Context: an optimization exercise on an open-source flow, tuned for small area. The choices shown serve that exercise and are no tape-out recipe. Only simulation tests tie the RTL to the original design; equivalence was not proved.

--- design/flow/config.mk ---
export PLATFORM = sky130hd
export DESIGN_NAME = exec_stage
export DESIGN_NICKNAME = exec_stage
export VERILOG_FILES = /design/flow/design.v
export SDC_FILE = /design/flow/constraint.sdc
export NUM_CORES = 4
export LEC_CHECK = 0
export CAP_MARGIN = 20
export CORE_MARGIN = 2
export CORE_UTILIZATION = 45
export SLEW_MARGIN = 20
--- design/flow/constraint.sdc ---
create_clock -name core_clock -period 12.5 [get_ports {clock}]
set_input_delay 2.5000 -clock core_clock [delete_from_list [all_inputs] [get_ports {clock}]]
set_output_delay 2.5000 -clock core_clock [all_outputs]
set_load 0.01 [all_outputs]
--- design/flow/design.v ---
`timescale 1ns/1ps
package exec_pkg;
  localparam int XLEN   = 64;                      
  localparam int ILEN   = 32;                      
  localparam int PREG_W = 6;                       
  localparam logic [PREG_W-1:0] ZERO_REG = 31;    
  localparam int OPCODE_W   = 6;
  localparam int REG_W      = 5;
  localparam int LIT_W      = 8;
  localparam int MEM_DISP_W = ILEN - OPCODE_W - 2 * REG_W;    
  localparam int BR_DISP_W  = ILEN - OPCODE_W - REG_W;        
  localparam int MULT_STAGES = 4;
  localparam int MULT_SLICE  = XLEN / MULT_STAGES;    
  localparam logic [XLEN-1:0] OPB_POISON = 64'hbaad_beef_dead_beef;
  localparam logic [XLEN-1:0] NOT3_MASK  = {{(XLEN-2){1'b1}}, 2'b00};   
  typedef enum logic [1:0] {
    ALU_OPA_IS_REGA     = 2'h0,
    ALU_OPA_IS_MEM_DISP = 2'h1,
    ALU_OPA_IS_NPC      = 2'h2,
    ALU_OPA_IS_NOT3     = 2'h3
  } opa_sel_t;
  typedef enum logic [1:0] {
    ALU_OPB_IS_REGB    = 2'h0,
    ALU_OPB_IS_ALU_IMM = 2'h1,
    ALU_OPB_IS_BR_DISP = 2'h2
  } opb_sel_t;                                     
  typedef enum logic [4:0] {
    ALU_ADDQ   = 5'h00,
    ALU_SUBQ   = 5'h01,
    ALU_AND    = 5'h02,
    ALU_BIS    = 5'h04,
    ALU_XOR    = 5'h06,
    ALU_SRL    = 5'h08,
    ALU_SLL    = 5'h09,
    ALU_SRA    = 5'h0a,
    ALU_CMPEQ  = 5'h0c,
    ALU_CMPLT  = 5'h0d,
    ALU_CMPLE  = 5'h0e,
    ALU_CMPULT = 5'h0f
  } alu_func_t;
  typedef enum logic [2:0] {
    BR_LBC = 3'b000,
    BR_EQ  = 3'b001,
    BR_LT  = 3'b010,
    BR_LE  = 3'b011,
    BR_LBS = 3'b100,
    BR_NE  = 3'b101,
    BR_GE  = 3'b110,
    BR_GT  = 3'b111
  } br_cond_t;
  typedef struct packed {
    logic [OPCODE_W-1:0]   opcode;
    logic [REG_W-1:0]      ra;
    logic [REG_W-1:0]      rb;
    logic [MEM_DISP_W-1:0] disp;
  } mem_fmt_t;
  typedef struct packed {
    logic [OPCODE_W-1:0]  opcode;
    logic [REG_W-1:0]     ra;
    logic [BR_DISP_W-1:0] disp;
  } br_fmt_t;
  typedef struct packed {
    logic [OPCODE_W-1:0] opcode;
    logic [REG_W-1:0]    ra;
    logic [LIT_W-1:0]    lit;                      
    logic                lit_flag;
    logic [6:0]          func;
    logic [REG_W-1:0]    rc;
  } op_fmt_t;
  typedef union packed {
    mem_fmt_t mem;
    br_fmt_t  br;
    op_fmt_t  op;
  } inst_word_t;
endpackage
`timescale 1ns/1ps
import exec_pkg::*;
module operand_select
(
  input  logic [XLEN-1:0]   npc,
  input  exec_pkg::inst_word_t        ir,
  input  logic [XLEN-1:0]   rega,
  input  logic [XLEN-1:0]   regb,
  input  exec_pkg::opa_sel_t          opa_select,
  input  exec_pkg::opb_sel_t          opb_select,
  input  logic [PREG_W-1:0] dest_reg_idx,
  input  logic              valid,
  output logic [XLEN-1:0]   ops_opa,
  output logic [XLEN-1:0]   ops_opb,
  output logic [XLEN-1:0]   ops_npc,
  output logic [PREG_W-1:0] ops_dest_reg_idx,
  output logic              ops_valid
);
  logic [XLEN-1:0] mem_disp;
  logic [XLEN-1:0] br_disp;
  logic [XLEN-1:0] alu_imm;
  assign mem_disp = {{(XLEN-MEM_DISP_W){ir.mem.disp[MEM_DISP_W-1]}}, ir.mem.disp};
  assign br_disp  = {{(XLEN-BR_DISP_W-2){ir.br.disp[BR_DISP_W-1]}},
                     ir.br.disp, 2'b00};           
  assign alu_imm  = {{(XLEN-LIT_W){1'b0}}, ir.op.lit};    
  always_comb
  begin
    ops_opa = rega;
    case (opa_select)
      ALU_OPA_IS_REGA:     ops_opa = rega;
      ALU_OPA_IS_MEM_DISP: ops_opa = mem_disp;
      ALU_OPA_IS_NPC:      ops_opa = npc;
      ALU_OPA_IS_NOT3:     ops_opa = NOT3_MASK;
    endcase
  end
  always_comb
  begin
    case (opb_select)
      ALU_OPB_IS_REGB:    ops_opb = regb;
      ALU_OPB_IS_ALU_IMM: ops_opb = alu_imm;
      ALU_OPB_IS_BR_DISP: ops_opb = br_disp;
      default:            ops_opb = OPB_POISON;   
    endcase
  end
  assign ops_npc          = npc;
  assign ops_dest_reg_idx = dest_reg_idx;
  assign ops_valid        = valid;
endmodule
`timescale 1ns/1ps
import exec_pkg::*;
module alu_core
(
  input  logic [XLEN-1:0]   ops_opa,
  input  logic [XLEN-1:0]   ops_opb,
  input  logic [XLEN-1:0]   ops_npc,
  input  logic [PREG_W-1:0] ops_dest_reg_idx,
  input  logic              ops_valid,
  input  exec_pkg::alu_func_t       func,
  output logic [XLEN-1:0] result
);
  localparam int SHAMT_W = $clog2(XLEN);
  logic signed [XLEN-1:0]    opa_s;                
  logic signed [XLEN-1:0]    opb_s;
  logic        [SHAMT_W-1:0] shamt;
  logic                      lt_signed;
  logic                      lt_unsigned;
  logic                      equal;
  assign opa_s = ops_opa;
  assign opb_s = ops_opb;
  assign shamt = ops_opb[SHAMT_W-1:0];           
  assign lt_signed   = (opa_s < opb_s);
  assign lt_unsigned = (ops_opa < ops_opb);
  assign equal       = (ops_opa == ops_opb);
  always_comb
  begin
    case (func)
      ALU_ADDQ:
        result = ops_opa + ops_opb;
      ALU_SUBQ:
        result = ops_opa - ops_opb;
      ALU_AND:
        result = ops_opa & ops_opb;
      ALU_BIS:
        result = ops_opa | ops_opb;
      ALU_XOR:
        result = ops_opa ^ ops_opb;
      ALU_SLL:
        result = ops_opa << shamt;
      ALU_SRL:
        result = ops_opa >> shamt;               
      ALU_SRA:
        result = opa_s >>> shamt;                
      ALU_CMPEQ:
        result = {{(XLEN-1){1'b0}}, equal};
      ALU_CMPLT:
        result = {{(XLEN-1){1'b0}}, lt_signed};
      ALU_CMPLE:
        result = {{(XLEN-1){1'b0}}, lt_signed | equal};
      ALU_CMPULT:
        result = {{(XLEN-1){1'b0}}, lt_unsigned};
      default:
        result = OPB_POISON;                     
    endcase
  end
endmodule
`timescale 1ns/1ps
import exec_pkg::*;
module alu_writeback
(
  input  logic [XLEN-1:0]   ops_opa,
  input  logic [XLEN-1:0]   ops_opb,
  input  logic [XLEN-1:0]   ops_npc,
  input  logic [PREG_W-1:0] ops_dest_reg_idx,
  input  logic              ops_valid,
  input  exec_pkg::inst_word_t        ir,
  input  logic [XLEN-1:0]   rega,
  input  logic [XLEN-1:0]   raw_result,
  input  logic              rd_mem,
  input  logic              wr_mem,
  input  logic              cond_branch,
  input  logic              uncond_branch,
  output logic [XLEN-1:0]   result,
  output logic [XLEN-1:0]   branch_target,
  output logic [XLEN-1:0]   store_data,
  output logic              take_branch,
  output logic              mem_read,
  output logic              mem_write,
  output logic [PREG_W-1:0] dest_reg_idx
);
  exec_pkg::br_cond_t cond;
  logic     rega_zero;
  logic     rega_neg;
  logic     cond_true;
  assign cond      = exec_pkg::br_cond_t'(ir.br.opcode[2:0]);
  assign rega_zero = (rega == '0);
  assign rega_neg  = rega[XLEN-1];
  always_comb
  begin
    cond_true = 1'b0;
    case (cond)
      BR_LBC: cond_true = ~rega[0];
      BR_EQ:  cond_true = rega_zero;
      BR_LT:  cond_true = rega_neg;
      BR_LE:  cond_true = rega_neg | rega_zero;
      BR_LBS: cond_true = rega[0];
      BR_NE:  cond_true = ~rega_zero;
      BR_GE:  cond_true = ~rega_neg;
      BR_GT:  cond_true = ~rega_neg & ~rega_zero;
    endcase
  end
  assign take_branch = ops_valid & (uncond_branch | (cond_branch & cond_true));
  assign result        = !ops_valid   ? '0 :
                         uncond_branch ? ops_npc :
                                         raw_result;
  assign branch_target = ops_valid ? raw_result : '0;    
  assign mem_read  = ops_valid & rd_mem;
  assign mem_write = ops_valid & wr_mem;
  assign dest_reg_idx = (rd_mem | wr_mem) ? ZERO_REG : ops_dest_reg_idx;
  assign store_data   = rega;
endmodule
`timescale 1ns/1ps
import exec_pkg::*;
module mult_pipeline
(
  input  logic              clock,
  input  logic              rst_n,
  input  logic [XLEN-1:0]   ops_opa,
  input  logic [XLEN-1:0]   ops_opb,
  input  logic [XLEN-1:0]   ops_npc,
  input  logic [PREG_W-1:0] ops_dest_reg_idx,
  input  logic              ops_valid,
  output logic [XLEN-1:0]   product,
  output logic              valid,
  output logic [XLEN-1:0]   npc,
  output logic [PREG_W-1:0] dest_reg_idx
);
  logic [XLEN-1:0]   sum_in    [MULT_STAGES+1];    
  logic [XLEN-1:0]   mcand_in  [MULT_STAGES];
  logic [XLEN-1:0]   mplier_in [MULT_STAGES];
  logic              valid_q   [MULT_STAGES];
  logic [XLEN-1:0]   npc_q     [MULT_STAGES];
  logic [PREG_W-1:0] dest_q    [MULT_STAGES];
  assign sum_in[0]    = '0;
  assign mcand_in[0]  = ops_opb;
  assign mplier_in[0] = ops_opa;
  for (genvar s = 0; s < MULT_STAGES; s++) begin : g_stage
    logic [XLEN-1:0] pprod;
    logic [XLEN-1:0] sum_q;
    assign pprod = mcand_in[s] * {{(XLEN-MULT_SLICE){1'b0}}, mplier_in[s][MULT_SLICE-1:0]};
    always_ff @(posedge clock or negedge rst_n)
    begin
      if (!rst_n)
        sum_q <= '0;
      else
        sum_q <= sum_in[s] + pprod;
    end
    assign sum_in[s+1] = sum_q;
    if (s < MULT_STAGES - 1) begin : g_carry
      logic [XLEN-1:0] mcand_q;
      logic [XLEN-1:0] mplier_q;
      always_ff @(posedge clock or negedge rst_n)
      begin
        if (!rst_n)
        begin
          mcand_q  <= '0;
          mplier_q <= '0;
        end
        else
        begin
          mcand_q  <= mcand_in[s] << MULT_SLICE;     
          mplier_q <= mplier_in[s] >> MULT_SLICE;    
        end
      end
      assign mcand_in[s+1]  = mcand_q;
      assign mplier_in[s+1] = mplier_q;
    end
  end
  always_ff @(posedge clock or negedge rst_n)
  begin
    if (!rst_n)
    begin
      for (int s = 0; s < MULT_STAGES; s++)
      begin
        valid_q[s] <= 1'b0;
        npc_q[s]   <= '0;
        dest_q[s]  <= '0;
      end
    end
    else
    begin
      valid_q[0] <= ops_valid;
      npc_q[0]   <= ops_npc;
      dest_q[0]  <= ops_dest_reg_idx;
      for (int s = 1; s < MULT_STAGES; s++)
      begin
        valid_q[s] <= valid_q[s-1];
        npc_q[s]   <= npc_q[s-1];
        dest_q[s]  <= dest_q[s-1];
      end
    end
  end
  assign product      = sum_in[MULT_STAGES];    
  assign valid        = valid_q[MULT_STAGES-1];
  assign npc          = npc_q[MULT_STAGES-1];
  assign dest_reg_idx = dest_q[MULT_STAGES-1];
endmodule
`timescale 1ns/1ps
import exec_pkg::*;
module exec_stage
(
  input  logic              clock,
  input  logic              rst_n,
  input  logic [XLEN-1:0]   alu_npc,
  input  logic [ILEN-1:0]   alu_ir,
  input  logic [XLEN-1:0]   alu_rega,
  input  logic [XLEN-1:0]   alu_regb,
  input  logic [PREG_W-1:0] alu_dest_reg_idx,
  input  logic [1:0]        alu_opa_select,
  input  logic [1:0]        alu_opb_select,
  input  logic [4:0]        alu_func,
  input  logic              alu_rd_mem,
  input  logic              alu_wr_mem,
  input  logic              alu_cond_branch,
  input  logic              alu_uncond_branch,
  input  logic              alu_valid,
  input  logic [XLEN-1:0]   mult_npc,
  input  logic [ILEN-1:0]   mult_ir,
  input  logic [XLEN-1:0]   mult_rega,
  input  logic [XLEN-1:0]   mult_regb,
  input  logic [PREG_W-1:0] mult_dest_reg_idx,
  input  logic [1:0]        mult_opa_select,
  input  logic [1:0]        mult_opb_select,
  input  logic              mult_valid,
  output logic [XLEN-1:0]   wb_alu_npc,
  output logic [XLEN-1:0]   wb_alu_result,
  output logic [XLEN-1:0]   wb_alu_branch_target,
  output logic              wb_alu_take_branch,
  output logic              wb_alu_rd_mem,
  output logic              wb_alu_wr_mem,
  output logic              wb_alu_valid,
  output logic [PREG_W-1:0] wb_alu_dest_reg_idx,
  output logic [XLEN-1:0]   wb_alu_store_data,
  output logic [XLEN-1:0]   wb_mult_npc,
  output logic [XLEN-1:0]   wb_mult_result,
  output logic              wb_mult_valid,
  output logic [PREG_W-1:0] wb_mult_dest_reg_idx
);
  logic [XLEN-1:0]   alu_opa, alu_opb, alu_ops_npc;
  logic [PREG_W-1:0] alu_ops_dest;
  logic              alu_ops_valid;
  logic [XLEN-1:0]   mult_opa, mult_opb, mult_ops_npc;
  logic [PREG_W-1:0] mult_ops_dest;
  logic              mult_ops_valid;
  logic [XLEN-1:0] alu_raw_result;    
  operand_select alu_sel (
    .npc              (alu_npc),
    .ir               (exec_pkg::inst_word_t'(alu_ir)),
    .rega             (alu_rega),
    .regb             (alu_regb),
    .opa_select       (exec_pkg::opa_sel_t'(alu_opa_select)),
    .opb_select       (exec_pkg::opb_sel_t'(alu_opb_select)),
    .dest_reg_idx     (alu_dest_reg_idx),
    .valid            (alu_valid),
    .ops_opa          (alu_opa),
    .ops_opb          (alu_opb),
    .ops_npc          (alu_ops_npc),
    .ops_dest_reg_idx (alu_ops_dest),
    .ops_valid        (alu_ops_valid)
  );
  alu_core alu0 (
    .ops_opa          (alu_opa),
    .ops_opb          (alu_opb),
    .ops_npc          (alu_ops_npc),
    .ops_dest_reg_idx (alu_ops_dest),
    .ops_valid        (alu_ops_valid),
    .func             (exec_pkg::alu_func_t'(alu_func)),
    .result           (alu_raw_result)
  );
  alu_writeback alu_wb (
    .ops_opa          (alu_opa),
    .ops_opb          (alu_opb),
    .ops_npc          (alu_ops_npc),
    .ops_dest_reg_idx (alu_ops_dest),
    .ops_valid        (alu_ops_valid),
    .ir               (exec_pkg::inst_word_t'(alu_ir)),
    .rega             (alu_rega),
    .raw_result       (alu_raw_result),
    .rd_mem           (alu_rd_mem),
    .wr_mem           (alu_wr_mem),
    .cond_branch      (alu_cond_branch),
    .uncond_branch    (alu_uncond_branch),
    .result           (wb_alu_result),
    .branch_target    (wb_alu_branch_target),
    .store_data       (wb_alu_store_data),
    .take_branch      (wb_alu_take_branch),
    .mem_read         (wb_alu_rd_mem),
    .mem_write        (wb_alu_wr_mem),
    .dest_reg_idx     (wb_alu_dest_reg_idx)
  );
  assign wb_alu_npc   = alu_ops_npc;
  assign wb_alu_valid = alu_ops_valid;
  operand_select mult_sel (
    .npc              (mult_npc),
    .ir               (exec_pkg::inst_word_t'(mult_ir)),
    .rega             (mult_rega),
    .regb             (mult_regb),
    .opa_select       (exec_pkg::opa_sel_t'(mult_opa_select)),
    .opb_select       (exec_pkg::opb_sel_t'(mult_opb_select)),
    .dest_reg_idx     (mult_dest_reg_idx),
    .valid            (mult_valid),
    .ops_opa          (mult_opa),
    .ops_opb          (mult_opb),
    .ops_npc          (mult_ops_npc),
    .ops_dest_reg_idx (mult_ops_dest),
    .ops_valid        (mult_ops_valid)
  );
  mult_pipeline mult0 (
    .clock            (clock),
    .rst_n            (rst_n),
    .ops_opa          (mult_opa),
    .ops_opb          (mult_opb),
    .ops_npc          (mult_ops_npc),
    .ops_dest_reg_idx (mult_ops_dest),
    .ops_valid        (mult_ops_valid),
    .product          (wb_mult_result),
    .valid            (wb_mult_valid),
    .npc              (wb_mult_npc),
    .dest_reg_idx     (wb_mult_dest_reg_idx)
  );
endmodule
--- design/flow/run.sh ---
#!/bin/bash
# synth_recipe.tcl (not shown) runs the flow's synth.tcl, then flattens the netlist and writes it again
# the make line also repeats each setting of config.mk as NAME=value (left out here)
make -C /OpenROAD-flow-scripts/flow DESIGN_CONFIG=/design/flow/config.mk WORK_HOME=/design/flow/orfs CLKGATE_MAP_FILE= SYNTH_SCRIPT=/design/flow/synth_recipe.tcl finish
==> run notes <==
## critical path, stage by stage
cell             delay, ns
clkdlybuf4s50_1       0.85
buf_4                 0.32
mux2_2                0.35
o22a_2                0.23
ha_1                  0.59
nor3_1                0.13
o21ai_0               0.65
nand3b_1              0.33
a211oi_1              0.58
o31ai_1               0.38
a31o_2                0.38
a21oi_1               0.16
buf_4                 0.20
a22oi_1               0.09
a22o_1                0.46
o31ai_1               0.66
buf_4                 0.21
clkdlybuf4s50_1       0.54
## cell usage in the layout, fill, tap and decap left out, types with 47 or more instances in the layout
master	instances
nand2_1	1915
inv_1	1850
fa_1	1669
clkdlybuf4s50_1	852
dfrtp_1	729
nor2_1	614
a21oi_1	583
ha_1	581
o21ai_0	568
and2_1	421
buf_4	369
xnor2_1	254
mux2i_1	244
a21o_1	176
nor3_1	162
mux2_2	111
nand3_1	109
a211oi_1	92
o22ai_1	89
clkbuf_16	87
xor2_1	86
o211ai_1	74
o22a_1	73
nor2b_1	66
o21bai_1	66
o21a_1	57
nand2b_1	57
a221oi_1	56
a31oi_1	51
mux2_1	50
nand4_1	48
o221ai_1	47
## flip-flops by register name, indices dropped and copies added (netlist names)
register and count:
mult0.dest_q 24, mult0.g_stage.g_carry.mcand_q 96, mult0.g_stage.g_carry.mplier_q 96, mult0.g_stage.sum_q 256, mult0.npc_q 256, mult0.valid_q 4
## cell type report
type,instances,area (sq um),area share [%]
Multi-Input combinational cell,8979,80000,64.4
Sequential cell,732,18300,14.8
Timing Repair Buffer,1242,11600,9.35
Inverter,1882,7070,5.70
Tap cell,3185,3990,3.21
Clock buffer,114,2400,1.93
Clock inverter,48,682,0.549
Antenna cell,42,105,0.0846
## per-layer routing
metal,global-route usage [%],share of wire (%),vias to the layer above
met2,55.1,40,6350
li1,-,-,40948
met3,17.2,14,1199
met1,53.7,40,50457
met5,0.541,0.14,-
met4,18.2,5.6,72
## worst max path at each step
stage | from | to | slack, ns | cells past startpoint
floorplan | mult_opa_select[0] | mult0.g_stage[0].sum_q[63] | 2.08 | 28
global placement | alu_opb_select[1] | wb_alu_result[36] | 0.81 | 20
detailed placement | mult_opb_select[1] | mult0.g_stage[0].sum_q[56] | 0.71 | 29
CTS | alu_opb_select[1] | wb_alu_result[36] | 0.71 | 20
global route | alu_opb_select[1] | wb_alu_result[60] | 0.50 | 20
finish | alu_opb_select[0] | wb_alu_result[60] | 0.36 | 18
## stage by stage
| step | std cells | instance area, sq um | setup WS, ns |
|---|---|---|---|
| floorplan | 12462 | 109000 | 2.08 |
| detailed placement | 16019 | 121000 | 0.709 |
| CTS | 16181 | 124000 | 0.707 |
| global route | 16190 | 124000 | 0.499 |
| finish | 16224 | 124000 | 0.356 |
| global placement | 16017 | 121000 | 0.809 |
## logic make-up (layout without fill, tap and decap cells)
group | Yosys count | count (layout) | share of synthesized area [%]
AND/OR/NAND/NOR | 3598 | 3598 | 14.6
buffers and inverters | 2751 | 3286 | 10.1
AO/OA/AOI/OAI | 2363 | 2363 | 14.2
adder cells (fa/ha/maj) | 2250 | 2250 | 37.3
flip-flops | 732 | 732 | 16.8
multiplexers | 428 | 428 | 4.35
XOR/XNOR | 340 | 340 | 2.73
other | 0 | 42 | 0
==> flow_summary_export.csv <==
group,metric,value,unit
global_route,antenna_found_initial,75,
hold_path,min_to,"mult0.g_stage[2].sum_q[27]",
synthesis,yosysTopAreaCellShare,30.6,%
detailed_routing,wl,495,mm
detailed_routing,post_drt_via_cell_ratio,6.10,
synthesis,ys_types,102,
hold_path,holdPathStages,0,
final_layout,postLayoutCoreUtil,51.6,%
timing,fin_setup_tns,0,ns
die,die_w,496,um
synthesis,synth_top_flop_cell,"dfrtp_1",
global_route,grt_start_max_net_pins,167,
timing,finalCriticalPeriod,12.14,ns
timing,tightest_slew,1.29,ns
critical_path,required,10.00,ns
clock_network,cts_resized,0,
timing,setup_viol,0,
critical_path,criticalPathCategory,"input port to output port",
die,initial_utilization,45.3,%
global_route,grt_overflow,0,
timing,slew_viol_final,0,
detailed_routing,wire_per_inst,30.5,um
clock_network,cts.path.max_buffers,3,
die,ioPinCount,882,
global_route,track_usage,39.9,%
clock_network,post_cts_buffers,0,
clock_network,cts_root_buffer,"clkbuf_16",
synthesis,synthTopCellsByCount,"nand2_1, inv_1, fa_1",
clock_network,cts_tree,"built",
critical_path,critPathLaunchType,"input port",
global_route,grt_pass1_wl,708,mm
synthesis,yosys_warnings,10,
placement,numPortBuffers,862,
critical_path,reg2reg_depth,34,
flow_run,cap_violations,0,
timing,whs,0.302,ns
critical_path,timing.rr.start,"mult0.g_stage[0].g_carry.mcand_q[22]",
clock_network,htree_levels,3,
timing,finalCritPeriodShare,97.1,%
synthesis,synth_seq_cells,732,
detailed_routing,drc,0,
synthesis,syn_nets,15193,
critical_path,reg2reg_to,"mult0.g_stage[1].sum_q[61]",
clock_network,clock-sinks,732,
detailed_routing,drt_iter0_markers,12403,
placement,gp_congestion,1.18,
synthesis,async_flop_share,100,%
synthesis,synth.most_common_cell,"nand2_1",
timing,rsz0062_at_grt,"no",
synthesis,netlist_area,109000,sq um
global_route,grt_pass1_vias,99325,
synthesis,yosysSeqAreaShare,16.8,%
hold_path,hp-class,"flip-flop to flip-flop",
placement,hpwl,401,mm
critical_path,worstPathArrival,9.64,ns
final_layout,nets,15655,
clock_network,cts_buffers,87,
clock_network,clk_pin_slew,0.06,ns
hold_path,hp-start,"mult0.g_stage[1].sum_q[27]",
die,core,241000,sq um
critical_path,endpoint_kind,"output port",
final_layout,nFillCells,22415,
synthesis,synth_top_cell_by_area,"fa_1",
die,num_rows,180,
critical_path,rrSetupSlack,1.91,ns
die,dieHeight,496,um
clock_network,ctsHoldBuffers,0,
detailed_routing,vias,99026,
clock_network,clkLatencyLatePin,0.75,ns
detailed_routing,dr.pass1.iters,8,
critical_path,cp_max_fo,15,
timing,fmax,82.3,MHz
timing,finClkSkew,0.0797,ns
synthesis,synthTopCellsByArea,"fa_1, dfrtp_1, ha_1",
run_status,status,"finished clean",
final_layout,syn2layout_area_growth,13.8,%
die,dieArea,246000,sq um
final_layout,layout-drive-gt1-share,6.40,%
synthesis,syn_area_per_cell,8.75,sq um
synthesis,synth-edff-count,0,
timing,slew_headroom,13.7,%
synthesis,syn_inst,12462,
detailed_routing,postRouteAntennaNets,0,
timing,hold_viol_final,0,

==> port drivers added, routing unchanged <==
The flow's constraints put no driver on any port. The routed layout listed below was extracted and timed again, unchanged, in two steps. Step 1 assumes that a clkbuf_16 drives the clock port and a buf_2 every other input. Step 2 also shifts input and output timing later by t, the mid clock arrival at the registers, as if the neighbouring blocks saw the same clock. a / b / c = ideal / step 1 / step 2; a / b = the first two.
t (ns): 0.819
setup WS [ns]: 0.356 / 0.316 / 0.316
hold WS [ns]: 0.302 / 0.302 / 0.302
worst data-port slew with drivers (ns): 0.12
After both steps this run still meets setup and hold. The setup slack of this run moves by -0.040 ns with the drivers and by -0.040 ns with both steps.
